What follows belongs to an exercise in optimizing a design on an open flow for small area, a short achievable clock period and few clock cycles per item; a production flow would make more cautious choices.
The RTL was checked by simulation tests, not by an equivalence proof against the original design.
Power figures rest on the tool's default switching activity, not on a simulated workload.

==> design/flow/design.v <==
`default_nettype none
package heap_pkg;
  typedef logic [16-1:0] heap_addr_t;   
  typedef logic [7-1:0] hdr_idx_t;   
  typedef enum logic {
    FIRST_FIT = 1'b0,
    BEST_FIT  = 1'b1
  } alloc_strategy_e;
  typedef enum logic [3:0] {
    ST_INIT_HEAD,
    ST_INIT_BLOCK,
    ST_IDLE,
    ST_ALLOC_WALK,
    ST_ALLOC_FIT,
    ST_WR_NEW,
    ST_FREE_WALK,
    ST_FREE_LINK,
    ST_WR_LINK,
    ST_RSP
  } walker_state_e;
  typedef struct packed {
    heap_addr_t size;
    heap_addr_t next;   
  } block_header_t;
  typedef struct packed {
    logic       is_alloc;
    heap_addr_t operand;   
  } heap_req_t;
  typedef struct packed {
    logic       is_alloc;
    logic       ok;
    heap_addr_t ptr;
  } heap_rsp_t;
  typedef struct packed {
    logic          en;
    hdr_idx_t      idx;
    block_header_t hdr;
  } hdr_wr_t;
endpackage
`default_nettype wire
`timescale 1ns/1ps
`default_nettype none
module heap_alloc_top (
  input  wire logic                      clk_i,
  input  wire logic                      rst_ni,
  input  wire heap_pkg::alloc_strategy_e strategy_i,
  input  wire logic                      req_valid_i,
  input  wire heap_pkg::heap_req_t       req_i,
  output logic                           req_ready_o,
  output logic                           rsp_valid_o,
  output heap_pkg::heap_rsp_t            rsp_o,
  input  wire logic                      rsp_ready_i
);
  logic [15:0] size_rnd;
  logic        in_big;
  logic [6:0]  in_val;
  assign size_rnd = (req_i.operand + 16'd7) & 16'hfff8;
  always_comb begin
    if (req_i.is_alloc) begin
      if (size_rnd < 16'd16) begin
        in_big = 1'b0;
        in_val = 7'd2;
      end else begin
        in_big = (size_rnd[15:10] != 6'd0) || (size_rnd[9:3] == 7'd127);   
        in_val = size_rnd[9:3];
      end
    end else begin
      in_big = 1'b0;
      in_val = req_i.operand[9:3] - 7'd1;   
    end
  end
  logic       hd_v_q, hd_alloc_q, hd_best_q, hd_big_q;
  logic [6:0] hd_val_q;
  logic [6:0] t_q;   
  logic       tl_v_q, tl_alloc_q, tl_best_q, tl_big_q;
  logic [6:0] tl_val_q;
  logic       take, done, adv;
  assign req_ready_o = !tl_v_q;
  assign take        = req_valid_i && !tl_v_q;
  logic       pd_alloc_q;   
  logic       pd_free_q;    
  logic [6:0] pd_x_q;       
  logic [6:0] pd_k_q;       
  logic [127:0] blk_q, free_q;
  logic [255:0] be;   
  assign be = {128'hffffffff_ffffffff_ffffffff_ffffffff, blk_q};
  logic [7:0]   pd_n;
  logic [127:0] dec_x, dec_n;
  logic [127:0] blk_d, free_d;
  assign pd_n = {1'b0, pd_x_q} + {1'b0, pd_k_q};
  always_comb begin
    dec_x = '0;
    dec_n = '0;
    dec_x[pd_x_q] = 1'b1;
    dec_n[pd_n[6:0]] = pd_alloc_q && !pd_n[7];
  end
  always_comb begin
    for (int i = 0; i < 128; i++) begin
      if (i == 1) begin
        blk_d[i]  = 1'b1;
        free_d[i] = (free_q[i] && !(pd_alloc_q && dec_x[i+1])) || (pd_free_q && dec_x[i]);
      end else if (i >= 4 && i <= 125) begin
        blk_d[i]  = blk_q[i] || (dec_n[i] && !(be[i] || be[i+1] || be[i+2]));
        free_d[i] = (free_q[i] && !(pd_alloc_q && dec_x[i+1])) || (pd_free_q && dec_x[i]) ||
                    (dec_n[i] && !(be[i] || be[i+1] || be[i+2]));
      end else begin
        blk_d[i]  = 1'b0;
        free_d[i] = 1'b0;
      end
    end
  end
  always_ff @(posedge clk_i) begin
    if (!rst_ni) begin
      blk_q  <= 128'h2;
      free_q <= 128'h2;
    end else begin
      blk_q  <= blk_d;
      free_q <= free_d;
    end
  end
  logic [255:0] l1, l2, l4, l8, l16, l32, l64;
  logic [255:0] w0, w1, w2, w3, w4, w5, w6, w7;
  assign l1  = {1'b1, be[255:1]};
  assign l2  = l1 | {1'b1, l1[255:1]};
  assign l4  = l2 | {{2{1'b1}}, l2[255:2]};
  assign l8  = l4 | {{4{1'b1}}, l4[255:4]};
  assign l16 = l8 | {{8{1'b1}}, l8[255:8]};
  assign l32 = l16 | {{16{1'b1}}, l16[255:16]};
  assign l64 = l32 | {{32{1'b1}}, l32[255:32]};
  assign w0 = '0;
  assign w1 = {256{t_q[0]}} & l1;
  assign w2 = w1 | ({256{t_q[1]}} & (l2  | {{2{1'b1}}, w1[255:2]}));
  assign w3 = w2 | ({256{t_q[2]}} & (l4  | {{4{1'b1}}, w2[255:4]}));
  assign w4 = w3 | ({256{t_q[3]}} & (l8  | {{8{1'b1}}, w3[255:8]}));
  assign w5 = w4 | ({256{t_q[4]}} & (l16 | {{16{1'b1}}, w4[255:16]}));
  assign w6 = w5 | ({256{t_q[5]}} & (l32 | {{32{1'b1}}, w5[255:32]}));
  assign w7 = w6 | ({256{t_q[6]}} & (l64 | {{64{1'b1}}, w6[255:64]}));
  logic [127:0] fit, cand;
  always_comb begin
    fit  = '0;
    cand = '0;
    for (int i = 0; i < 127; i++) begin
      fit[i+1]  = free_d[i] && !w7[i];
      cand[i+1] = free_d[i] && !w7[i] && (!hd_best_q || w7[i+1]);
    end
  end
  logic       any_fit, any_cand;
  logic [6:0] f1_idx;   
  assign any_fit = |fit;
  heap_lowest_slot lowest_i (
    .v_i   (cand),
    .any_o (any_cand),
    .idx_o (f1_idx)
  );
  logic alloc_ok;
  assign alloc_ok = hd_alloc_q && !hd_big_q && any_cand;
  assign done = !hd_alloc_q || hd_big_q || !any_fit || any_cand;
  assign adv  = hd_v_q && done && (!rsp_valid_o || rsp_ready_i);
  always_ff @(posedge clk_i) begin
    if (!rst_ni) begin
      pd_alloc_q <= 1'b0;
      pd_free_q  <= 1'b0;
    end else begin
      pd_alloc_q <= adv && alloc_ok;
      pd_free_q  <= adv && !hd_alloc_q;
    end
  end
  always_ff @(posedge clk_i) begin
    pd_x_q <= hd_alloc_q ? f1_idx : hd_val_q;
    pd_k_q <= hd_val_q;
  end
  logic       hd_load;
  logic       ld_alloc, ld_best, ld_big;
  logic [6:0] ld_val;
  assign hd_load  = !hd_v_q || adv;
  assign ld_alloc = tl_v_q ? tl_alloc_q : req_i.is_alloc;
  assign ld_best  = tl_v_q ? tl_best_q : (strategy_i == heap_pkg::BEST_FIT);
  assign ld_big   = tl_v_q ? tl_big_q : in_big;
  assign ld_val   = tl_v_q ? tl_val_q : in_val;
  always_ff @(posedge clk_i) begin
    if (!rst_ni) begin
      hd_v_q <= 1'b0;
      tl_v_q <= 1'b0;
    end else begin
      if (hd_load) begin
        hd_v_q <= tl_v_q || take;
        tl_v_q <= 1'b0;
      end else if (take) begin
        tl_v_q <= 1'b1;
      end
    end
  end
  always_ff @(posedge clk_i) begin
    if (hd_load) begin
      hd_alloc_q <= ld_alloc;
      hd_best_q  <= ld_best;
      hd_big_q   <= ld_big;
      hd_val_q   <= ld_val;
      t_q        <= ld_val;
    end else if (!done) begin
      t_q <= t_q + 7'd1;   
    end
    if (take) begin   
      tl_alloc_q <= req_i.is_alloc;
      tl_best_q  <= (strategy_i == heap_pkg::BEST_FIT);
      tl_big_q   <= in_big;
      tl_val_q   <= in_val;
    end
  end
  logic                rs_v_q;
  heap_pkg::heap_rsp_t rs_q;
  always_ff @(posedge clk_i) begin
    if (!rst_ni) begin
      rs_v_q <= 1'b0;
    end else if (adv) begin
      rs_v_q <= 1'b1;
    end else if (rsp_ready_i) begin
      rs_v_q <= 1'b0;
    end
  end
  always_ff @(posedge clk_i) begin
    if (adv) begin
      rs_q.is_alloc <= hd_alloc_q;
      rs_q.ok       <= !hd_alloc_q || alloc_ok;
      rs_q.ptr      <= alloc_ok ? {6'd0, f1_idx, 3'd0} : 16'd0;
    end
  end
  assign rsp_valid_o = rs_v_q;
  assign rsp_o       = rs_q;
endmodule
module heap_lowest_slot (
  input  wire logic [127:0] v_i,
  output logic              any_o,
  output logic [6:0]        idx_o
);
  logic [63:0] a1; logic [63:0] i1;         
  logic [31:0] a2; logic [63:0] i2;         
  logic [15:0] a3; logic [47:0] i3;         
  logic [7:0]  a4; logic [31:0] i4;         
  logic [3:0]  a5; logic [19:0] i5;         
  logic [1:0]  a6; logic [11:0] i6;         
  always_comb begin
    for (int n = 0; n < 64; n++) begin
      a1[n] = v_i[2*n] | v_i[2*n+1];
      i1[n] = !v_i[2*n];
    end
    for (int n = 0; n < 32; n++) begin
      a2[n] = a1[2*n] | a1[2*n+1];
      i2[2*n +: 2] = a1[2*n] ? {1'b0, i1[2*n]} : {1'b1, i1[2*n+1]};
    end
    for (int n = 0; n < 16; n++) begin
      a3[n] = a2[2*n] | a2[2*n+1];
      i3[3*n +: 3] = a2[2*n] ? {1'b0, i2[2*(2*n) +: 2]} : {1'b1, i2[2*(2*n+1) +: 2]};
    end
    for (int n = 0; n < 8; n++) begin
      a4[n] = a3[2*n] | a3[2*n+1];
      i4[4*n +: 4] = a3[2*n] ? {1'b0, i3[3*(2*n) +: 3]} : {1'b1, i3[3*(2*n+1) +: 3]};
    end
    for (int n = 0; n < 4; n++) begin
      a5[n] = a4[2*n] | a4[2*n+1];
      i5[5*n +: 5] = a4[2*n] ? {1'b0, i4[4*(2*n) +: 4]} : {1'b1, i4[4*(2*n+1) +: 4]};
    end
    for (int n = 0; n < 2; n++) begin
      a6[n] = a5[2*n] | a5[2*n+1];
      i6[6*n +: 6] = a5[2*n] ? {1'b0, i5[5*(2*n) +: 5]} : {1'b1, i5[5*(2*n+1) +: 5]};
    end
    any_o = a6[0] | a6[1];
    idx_o = a6[0] ? {1'b0, i6[5:0]} : {1'b1, i6[11:6]};
  end
endmodule
`default_nettype wire
==> design/flow/run.sh <==
#!/bin/bash
# synth_recipe.tcl (not shown) runs the flow's synth.tcl, then flattens the netlist and writes it again
# the make line also repeats each setting of config.mk as NAME=value (left out here)
make -C /OpenROAD-flow-scripts/flow DESIGN_CONFIG=/design/flow/config.mk WORK_HOME=/design/flow/orfs CLKGATE_MAP_FILE= SYNTH_SCRIPT=/design/flow/synth_recipe.tcl finish
==> design/flow/config.mk <==
export PLATFORM = sky130hd
export DESIGN_NAME = heap_alloc_top
export DESIGN_NICKNAME = heap_alloc_top
export VERILOG_FILES = /design/flow/design.v
export SDC_FILE = /design/flow/constraint.sdc
export NUM_CORES = 4
export LEC_CHECK = 0
export CAP_MARGIN = 20
export CORE_MARGIN = 2
export CORE_UTILIZATION = 40
export SLEW_MARGIN = 20
==> design/flow/constraint.sdc <==
create_clock -name core_clock -period 10.0 [get_ports {clk_i}]
set_input_delay 2.0000 -clock core_clock [delete_from_list [all_inputs] [get_ports {clk_i}]]
set_output_delay 2.0000 -clock core_clock [all_outputs]
set_load 0.01 [all_outputs]
==> run notes <==
outcome=timing/DRC/antenna clean; pwr dens=163.2 nW/um2; clock transition at the registers of the reported paths=0.06 ns; Syn Area/Cell=6.928 um2; Final Non-Filler Cells=5,606; Final Max Slew Viols=0; GR Layer Usage met1=0.6666; Yosys top cell by area=dfxtp_1; Post-CTS Resized=0; htree depth=2; Overall Global Routing Usage=0.5420; CTS hold repair buffers=0; clock latency (worst-skew pair)=0.56 ns; FF-to-FF End=rs_q[6]; Buf/Inv on CP=1; largest family of logic cells by synthesized area=compound AO/OA/AOI/OAI gates; area delta synth->final=9.810%; Cell variety after synth=about 120; synth top area cells=dfxtp_1, o21ai_0, nor2_1; asr flop ratio synth=0; FF-to-FF setup slack=around 2.1 ns; I/O pins=42; Sum Neg Setup Slack=0 ns; XOR/XNOR Fraction of Synth Area=0.005513; worst r2r src=pd_x_q[0]; Hold Path End=pd_k_q[5]; hold path depth=0; met3 usage=0.2590; Worst Path Required=10.30 ns; met2 GRT Util=0.7066; most frequent cells in the layout=nor2_1, o21ai_0, a21oi_1; Critical Path Source Type=flip-flop; Routed Antenna Nets=0; DRC Markers=0; RSZ-0062 raised after global routing=false; # clock sinks=300; Slew HR=0.1112; multiplexer share of the synthesized area=0.007781; endpoints failing setup=0; post-DP HPWL=179,600 um; Tmin final=7.914 ns; Seq/Total Area, Yosys=0.1989; synthesized netlist cell count=between 4,000 and 5,000; 1st-pass router iterations=6; CP peak stage delay=0.77 ns; Die Y=286.8 um; Vias/cell=7.884; HP Start=hd_val_q[5]; Longest Clk Path Bufs=3; WP data arrival=roughly 8.2 ns; EDFF count, synth=36; overall power=~0.0057 W; row cnt=103; critical path's top delay family=compound AO/OA/AOI/OAI gates; Nets=4,552; Fin Clk Skew=0.02427 ns; static leakage=13.07 nW; CP startpoint=pd_x_q[0]; Synth Area in Compound Gates=0.4409; post-synth top area share=0.1652; worst vdd ir=0.1575 mV; clock buffer count from CTS=35; worst hold-check path type=reg2reg; max frequency=0.1264 GHz; Critical Path, Cell by Cell=ha_1, fa_1, inv_1, ha_1, xor2_1, nand2_1, nor2_1, nand2_1, o41ai_1, a21boi_1, o221ai_1, nor4b_1, o211ai_1, a211oi_1, o311ai_0, o21a_1, nor2_1; vias in the first global route=between 30,000 and 40,000; synth warn=2; Initial Utilization=0.4044; Worst-Margin Slew=1.327 ns; Placed Cells=5,523; post-DR wirelength/cell=41.46 um; Worst Reg2Reg Path Length in Cells=17; Filler cells=8,337; pin count of the biggest net entering global routing=147; share of cells above drive strength 1=0.1118; most common cell after layout, fill and taps aside=nor2_1; peak fanout along the critical path=17; initial antenna violation count=18; drt total wl=232,400 um; DIE WIDTH=286.8 um; grt ovf=0; first-pass GRT wire length=314,600 um; crit end category=flip-flop; highest-delay cell along the critical path=xor2_1; CTS tree=done; gr busiest metal=met2; Tcrit/Tclk final=0.7914; Die ar.=82,280 um2; Primary FF master, synth=dfxtp_1; Max Cap Viol=0; Fin. Hold Viols=0; DR vias=44,200; postcts setup bufs=0; Adder-Cell Fraction of Synth Area=0.007272; GP Congestion=around 1.1; Setup CP Type=reg2reg; core footprint=between 70,000 and 80,000 um2; number of port buffers=32; First DRT Iteration DRCs=8,017; Root Driver=clkbuf_16; FF+latch count, synth=300; Post-Synth Simple-Gate Area=0.2773; Mapped Area=32,000 um2
## where the power goes
group	switching, W	internal (W)	total [W]
combinational	0.00244	0.000638	0.00308
clock	0.000584	0.000751	0.00133
sequential	0.0000688	0.00125	0.00132
## metal layers
metal	wire length (um)	vias up	share of wire
li1	-	18110	-
met5	132	-	0.00057
met3	37370	1042	0.16
met4	24570	10	0.11
met1	84910	20880	0.37
met2	85430	4164	0.37
## sequential cells by signal (all words and copies together) (netlist names), 7 cells and up
name	cells
blk_q	122
t_q	7
pd_x_q	7
free_q	123
rs_q	9
tl_val_q	7
pd_k_q	7
hd_val_q	7
## cell usage after synthesis, types with 73 or more instances
master and number:
a211oi_1 131, a21oi_1 367, a31oi_1 140, clkbuf_1 302, dfxtp_1 264, nand2_1 297, nand3_1 101, nand4_1 122
nor2_1 510, nor3_1 161, nor4_1 144, o211ai_1 185, o21a_1 73, o21ai_0 471, o31ai_1 103
## kinds of logic after synthesis
kind of cell             Yosys count
XOR/XNOR                          17
multiplexers                      20
other                              1
AO/OA/AOI/OAI                   2078
buffers and inverters            489
adder cells (fa/ha/maj)           18
flip-flops                       300
AND/OR/NAND/NOR                 1696
## worst max-delay path by stage
stage                      endpoint  slack (ns)  depth (start not counted)
after floorplan              t_q[0]        4.62                         21
after global placement      rs_q[6]        2.69                         17
after detailed placement    rs_q[6]        2.63                         17
after CTS                   rs_q[6]        2.60                         17
after global routing      hd_best_q        2.01                         17
final                       rs_q[6]        2.09                         17
## through the flow
| step | hold WS, ns | instance area, um2 | worst slack, ns | utilization |
|---|---|---|---|---|
| floorplan | 0.3441 | 32030 | 4.621 | - |
| global placement | 0.4177 | 33860 | 2.689 | 0.4279 |
| detailed placement | 0.4133 | 33880 | 2.634 | 0.4281 |
| CTS | 0.4328 | 35000 | 2.602 | 0.4423 |
| global route | 0.4497 | 35090 | 2.008 | 0.4435 |
| finish | 0.4558 | 35140 | 2.086 | 0.4441 |
## area by class of cell
type | instances | area [um2] | share of cell area
multi-input cells | 3838 | 23860 | 0.6791
flip-flops and latches | 300 | 6366 | 0.1812
repair buffers | 267 | 2152 | 0.06124
well taps | 1050 | 1314 | 0.03739
clock buffers | 50 | 1003 | 0.02856
inverters | 70 | 275.3 | 0.007833
clock inverters | 11 | 116.4 | 0.003311
diodes | 20 | 50.05 | 0.001424
Testbench counts, summed over its fixed seeds: cycles 4,966, ops 4,800.

==> static timing again, ports no longer ideal <==
No port has a modelled driver above. Below, the same layout with a new extraction and two added sets of constraints.
Step 1: set_driving_cell puts a clkbuf_16 on clk_i and a buf_2 on each other input, an assumption about the parent block.
Step 2 also shifts input and output timing later by t, the mid clock arrival at the registers, as if the neighbouring blocks saw the same clock.
Slacks: ideal ports / drivers / drivers and shift; pairs: ideal ports / drivers.
t, ns: 0.623
setup WS [ns]: 2.086 / 2.086 / 2.086
latest minus earliest clock arrival (ns): 0.027 / 0.027
slew at the worst register clock pin (ns): 0.08 / 0.08
cell pins on the clock port's net: 1
After both steps setup and hold are still met in this run. For this run, drivers alone change the setup slack by 0.000 ns; drivers and shift together by 0.000 ns.
